This design comes from an exercise in tuning for small area, a short achievable clock period and few clock cycles per item on the open sky130 flow, not from production work.
Where RTL was checked, it was by simulation tests only, not by an equivalence proof against the original.

raven:
==> flow/design.v <==
package lct_pkg;
  localparam int DEPTH_DEFAULT = 16;
  localparam int CMD_W         = 2;
  localparam int KEY_W         = 16;
  localparam int VALUE_W       = 32;
  localparam logic [VALUE_W-1:0] MISS_WORD = 32'hBF80_0000;
  typedef enum logic [CMD_W-1:0] {
    CMD_LOOKUP = 2'd0,
    CMD_INSERT = 2'd1,
    CMD_CLEAR  = 2'd2
  } cmd_t;
  typedef struct packed {
    logic [KEY_W-1:0]   key;
    logic [VALUE_W-1:0] value;
  } entry_t;
  function automatic int addr_w(input int depth);
    addr_w = (depth > 1) ? $clog2(depth) : 1;
  endfunction
endpackage
module lct_ram #(
  parameter int DEPTH = lct_pkg::DEPTH_DEFAULT
) (
  input  logic                              clk,
  input  logic                              rd_en,
  input  logic [lct_pkg::addr_w(DEPTH)-1:0] rd_addr,
  output lct_pkg::entry_t                   rd_data,
  input  logic                              wr_en,
  input  logic [lct_pkg::addr_w(DEPTH)-1:0] wr_addr,
  input  lct_pkg::entry_t                   wr_data
);
  logic [lct_pkg::KEY_W+lct_pkg::VALUE_W-1:0] mem [0:DEPTH-1];
  always_ff @(posedge clk) begin
    if (wr_en) begin
      mem[wr_addr] <= wr_data;
    end
  end
  always_ff @(posedge clk) begin
    if (rd_en) begin
      rd_data <= mem[rd_addr];
    end
  end
endmodule
module lru_cache_table #(
  parameter int DEPTH = lct_pkg::DEPTH_DEFAULT
) (
  input  logic                        clk,
  input  logic                        rst,
  input  logic                        in_valid,
  output logic                        in_ready,
  input  logic [lct_pkg::CMD_W-1:0]   command,
  input  logic [lct_pkg::KEY_W-1:0]   key,
  input  logic [lct_pkg::VALUE_W-1:0] value,
  output logic                        out_valid,
  input  logic                        out_ready,
  output logic                        hit,
  output logic [lct_pkg::VALUE_W-1:0] read_data
);
  localparam int N  = DEPTH;
  localparam int IW = lct_pkg::addr_w(DEPTH);
  localparam int KW = lct_pkg::KEY_W;
  localparam int VW = lct_pkg::VALUE_W;
  logic                      req_v;
  logic [lct_pkg::CMD_W-1:0] req_cmd;
  logic [KW-1:0]             req_key;
  logic [VW-1:0]             req_val;
  logic [N-1:0]              req_m;     
  logic [KW-1:0] tk  [N];
  logic [IW-1:0] ptr [N];
  logic [N-1:0]  vld;
  logic [VW-1:0] sv  [N];
  logic [1:0]    rq_n;
  logic          rq_hit  [2];
  logic          rq_miss [2];
  logic [IW-1:0] rq_slot [2];
  logic          o_free;
  logic          rq_pop;
  logic          r_hit, r_miss;
  logic          go;
  logic [N:0]    ahead;     
  logic [N:0]    full;      
  logic          any;
  logic [N-1:0]  first;     
  logic [N-1:0]  hole;      
  logic [IW-1:0] hptr;
  logic [IW-1:0] wslot;
  logic          is_lk, is_ins, is_clr;
  logic          do_hit, do_ins, do_clr;
  logic [N-1:0]  rot;       
  logic [N-1:0]  eq;
  logic          eq_req;
  logic [N-1:0]  m_d;
  assign go       = req_v && !rq_n[1];
  assign in_ready = !req_v || !rq_n[1];
  assign o_free   = !out_valid || out_ready;
  assign rq_pop   = o_free && (rq_n != 2'd0);
  assign is_lk  = (req_cmd == lct_pkg::CMD_LOOKUP);
  assign is_ins = (req_cmd == lct_pkg::CMD_INSERT);
  assign is_clr = (req_cmd == lct_pkg::CMD_CLEAR);
  always_comb begin
    ahead[0] = 1'b0;
    full[0]  = 1'b1;
    for (int p = 0; p < N; p++) begin
      ahead[p+1] = ahead[p] || req_m[p];
      full[p+1]  = full[p] && vld[p];
    end
    any = ahead[N];
    for (int p = 0; p < N; p++) begin
      first[p] = req_m[p] && !ahead[p];
      hole[p]  = full[p] && (!vld[p] || (p == N - 1));
    end
    hptr  = '0;
    wslot = '0;
    for (int p = 0; p < N; p++) begin
      hptr  = hptr | ({IW{first[p]}} & ptr[p]);
      wslot = wslot | ({IW{hole[p]}} & ptr[p]);
    end
  end
  assign do_hit = go && is_lk && any;
  assign do_ins = go && is_ins;
  assign do_clr = go && is_clr && any;
  assign r_hit  = is_lk && any;
  assign r_miss = is_lk && !any;
  always_comb begin
    for (int p = 0; p < N; p++) begin
      rot[p] = (do_ins && full[p]) || (do_hit && !ahead[p]);
    end
  end
  always_comb begin
    for (int p = 0; p < N; p++) begin
      eq[p] = vld[p] && (tk[p] == key);
    end
    eq_req = (req_key == key);
    for (int p = 0; p < N; p++) begin
      if (rot[p]) begin
        m_d[p] = (p == 0) ? eq_req : eq[(p + N - 1) % N];
      end else begin
        m_d[p] = eq[p] && !(do_clr && first[p]);
      end
    end
  end
  always_ff @(posedge clk) begin
    if (rot[0]) begin
      tk[0] <= req_key;
    end
    for (int p = 1; p < N; p++) begin
      if (rot[p]) begin
        tk[p] <= tk[p-1];
      end
    end
  end
  always_ff @(posedge clk) begin
    if (rst) begin
      for (int p = 0; p < N; p++) begin
        ptr[p] <= IW'(p);
      end
    end else begin
      if (rot[0]) begin
        ptr[0] <= do_ins ? wslot : hptr;
      end
      for (int p = 1; p < N; p++) begin
        if (rot[p]) begin
          ptr[p] <= ptr[p-1];
        end
      end
    end
  end
  always_ff @(posedge clk) begin
    if (rst) begin
      vld <= '0;
    end else begin
      if (rot[0]) begin
        vld[0] <= 1'b1;
      end else if (do_clr && first[0]) begin
        vld[0] <= 1'b0;
      end
      for (int p = 1; p < N; p++) begin
        if (rot[p]) begin
          vld[p] <= vld[p-1];
        end else if (do_clr && first[p]) begin
          vld[p] <= 1'b0;
        end
      end
    end
  end
  always_ff @(posedge clk) begin
    for (int s = 0; s < N; s++) begin
      if (do_ins && (wslot == IW'(s))) begin
        sv[s] <= req_val;
      end
    end
  end
  always_ff @(posedge clk) begin
    if (in_ready) begin
      req_cmd <= command;
      req_key <= key;
      req_val <= value;
      req_m   <= m_d;
    end
  end
  always_ff @(posedge clk) begin
    if (rst) begin
      req_v     <= 1'b0;
      rq_n      <= 2'd0;
      out_valid <= 1'b0;
    end else begin
      if (in_ready) begin
        req_v <= in_valid;
      end
      if (o_free) begin
        out_valid <= (rq_n != 2'd0);
      end
      rq_n <= rq_n + {1'b0, go} - {1'b0, rq_pop};
    end
  end
  always_ff @(posedge clk) begin
    if (rq_pop) begin
      rq_hit[0]  <= rq_hit[1];
      rq_miss[0] <= rq_miss[1];
      rq_slot[0] <= rq_slot[1];
    end
    if (go && (rq_n == (rq_pop ? 2'd1 : 2'd0))) begin
      rq_hit[0]  <= r_hit;
      rq_miss[0] <= r_miss;
      rq_slot[0] <= hptr;
    end
    if (go) begin
      rq_hit[1]  <= r_hit;
      rq_miss[1] <= r_miss;
      rq_slot[1] <= hptr;
    end
  end
  always_ff @(posedge clk) begin
    if (o_free) begin
      hit       <= rq_hit[0];
      read_data <= rq_hit[0] ? sv[rq_slot[0]] : (rq_miss[0] ? lct_pkg::MISS_WORD : '0);
    end
  end
endmodule
Settings: LEC_CHECK=0, CAP_MARGIN=20, CORE_MARGIN=2, CORE_UTILIZATION=60, CTS_CLUSTER_DIAMETER=110, CTS_CLUSTER_SIZE=24, SETUP_SLACK_MARGIN=2.3, SLEW_MARGIN=20; clock period 5.0 ns.
run.sh (not shown) runs the stock make flow with config.mk's settings and CLKGATE_MAP_FILE= SYNTH_SCRIPT=/design/flow/synth_recipe.tcl, a recipe that flattens the netlist after the stock synthesis.
Testbench counts of raven, summed over its fixed seeds: cycles 16,024, requests 16,000.
Modified inputs, nickel compared to raven
diff --git a/flow/design.v b/flow/design.v
--- a/flow/design.v
+++ b/flow/design.v
@@ -90,8 +90,9 @@
   logic          eq_req;
   logic [N-1:0]  m_d;
-  assign go       = req_v && !rq_n[1];
-  assign in_ready = !req_v || !rq_n[1];
+  assign go       = req_v;
   assign o_free   = !out_valid || out_ready;
   assign rq_pop   = o_free && (rq_n != 2'd0);
+  assign in_ready = req_v ? (!rq_n[1] && (rq_pop || (rq_n == 2'd0)))
+                          : (!rq_n[1] || rq_pop);
   assign is_lk  = (req_cmd == lct_pkg::CMD_LOOKUP);
   assign is_ins = (req_cmd == lct_pkg::CMD_INSERT);
@@ -191,10 +192,8 @@
   end
   always_ff @(posedge clk) begin
-    if (in_ready) begin
-      req_cmd <= command;
-      req_key <= key;
-      req_val <= value;
-      req_m   <= m_d;
-    end
+    req_cmd <= command;
+    req_key <= key;
+    req_val <= value;
+    req_m   <= m_d;
   end
   always_ff @(posedge clk) begin
@@ -204,7 +203,5 @@
       out_valid <= 1'b0;
     end else begin
-      if (in_ready) begin
-        req_v <= in_valid;
-      end
+      req_v <= in_valid && in_ready;
       if (o_free) begin
         out_valid <= (rq_n != 2'd0);
- Compared with raven, nickel shows number of cells on the critical path lower by 2.
- nickel completed end to end with timing, DRC and antenna clean.
- nickel vs. raven: area fraction in and, or, nand and nor cells after synthesis down 0.50 points; hold slack stayed essentially flat; number of inverters outside the clock class in the layout rose by 41%; met3 usage +0.34 points; synthesized instance count went down 27.
- The run with more routed wire is nickel, not raven.
- Looking at timing endpoint of the critical path, the sv[8][31] result is from nickel; the sv[0][22] one comes from raven.
- Area of all placed cells without fillers for nickel: 240 um2 up relative to raven
No functional check of the RTL was part of nickel.

## separate check: timing with driven ports
Ports are ideal in the flow. The routed layouts listed here were re-timed in OpenROAD.
Step 1 (the two cells are an assumption about what drives the block):
set clk [get_ports {clk}]
set_driving_cell -lib_cell sky130_fd_sc_hd__clkbuf_16 $clk
set_driving_cell -lib_cell sky130_fd_sc_hd__buf_2 [delete_from_list [all_inputs] $clk]
Step 2, shift: input delay + t, output delay - t, t = (earliest + latest rising clock arrival at the registers) / 2. This alone moves slack from input paths to output paths.
a / b / c = ideal / step 1 / step 2; a / b = the first two.
run	t (ns)	slack for setup (ns)	worst setup path after step 2	worst slew at a driven data input, ns	cell pins on the clock port's net
raven	0.685	2.189 / 2.189 / 1.593	input to register	0.10	1
nickel	0.693	2.076 / 2.076 / 1.707	input to register	0.12	1
After both steps setup and hold are still met in every run listed. The setup slack of raven, which loses most, moves by 0.000 ns with the drivers and by -0.596 ns with both steps.
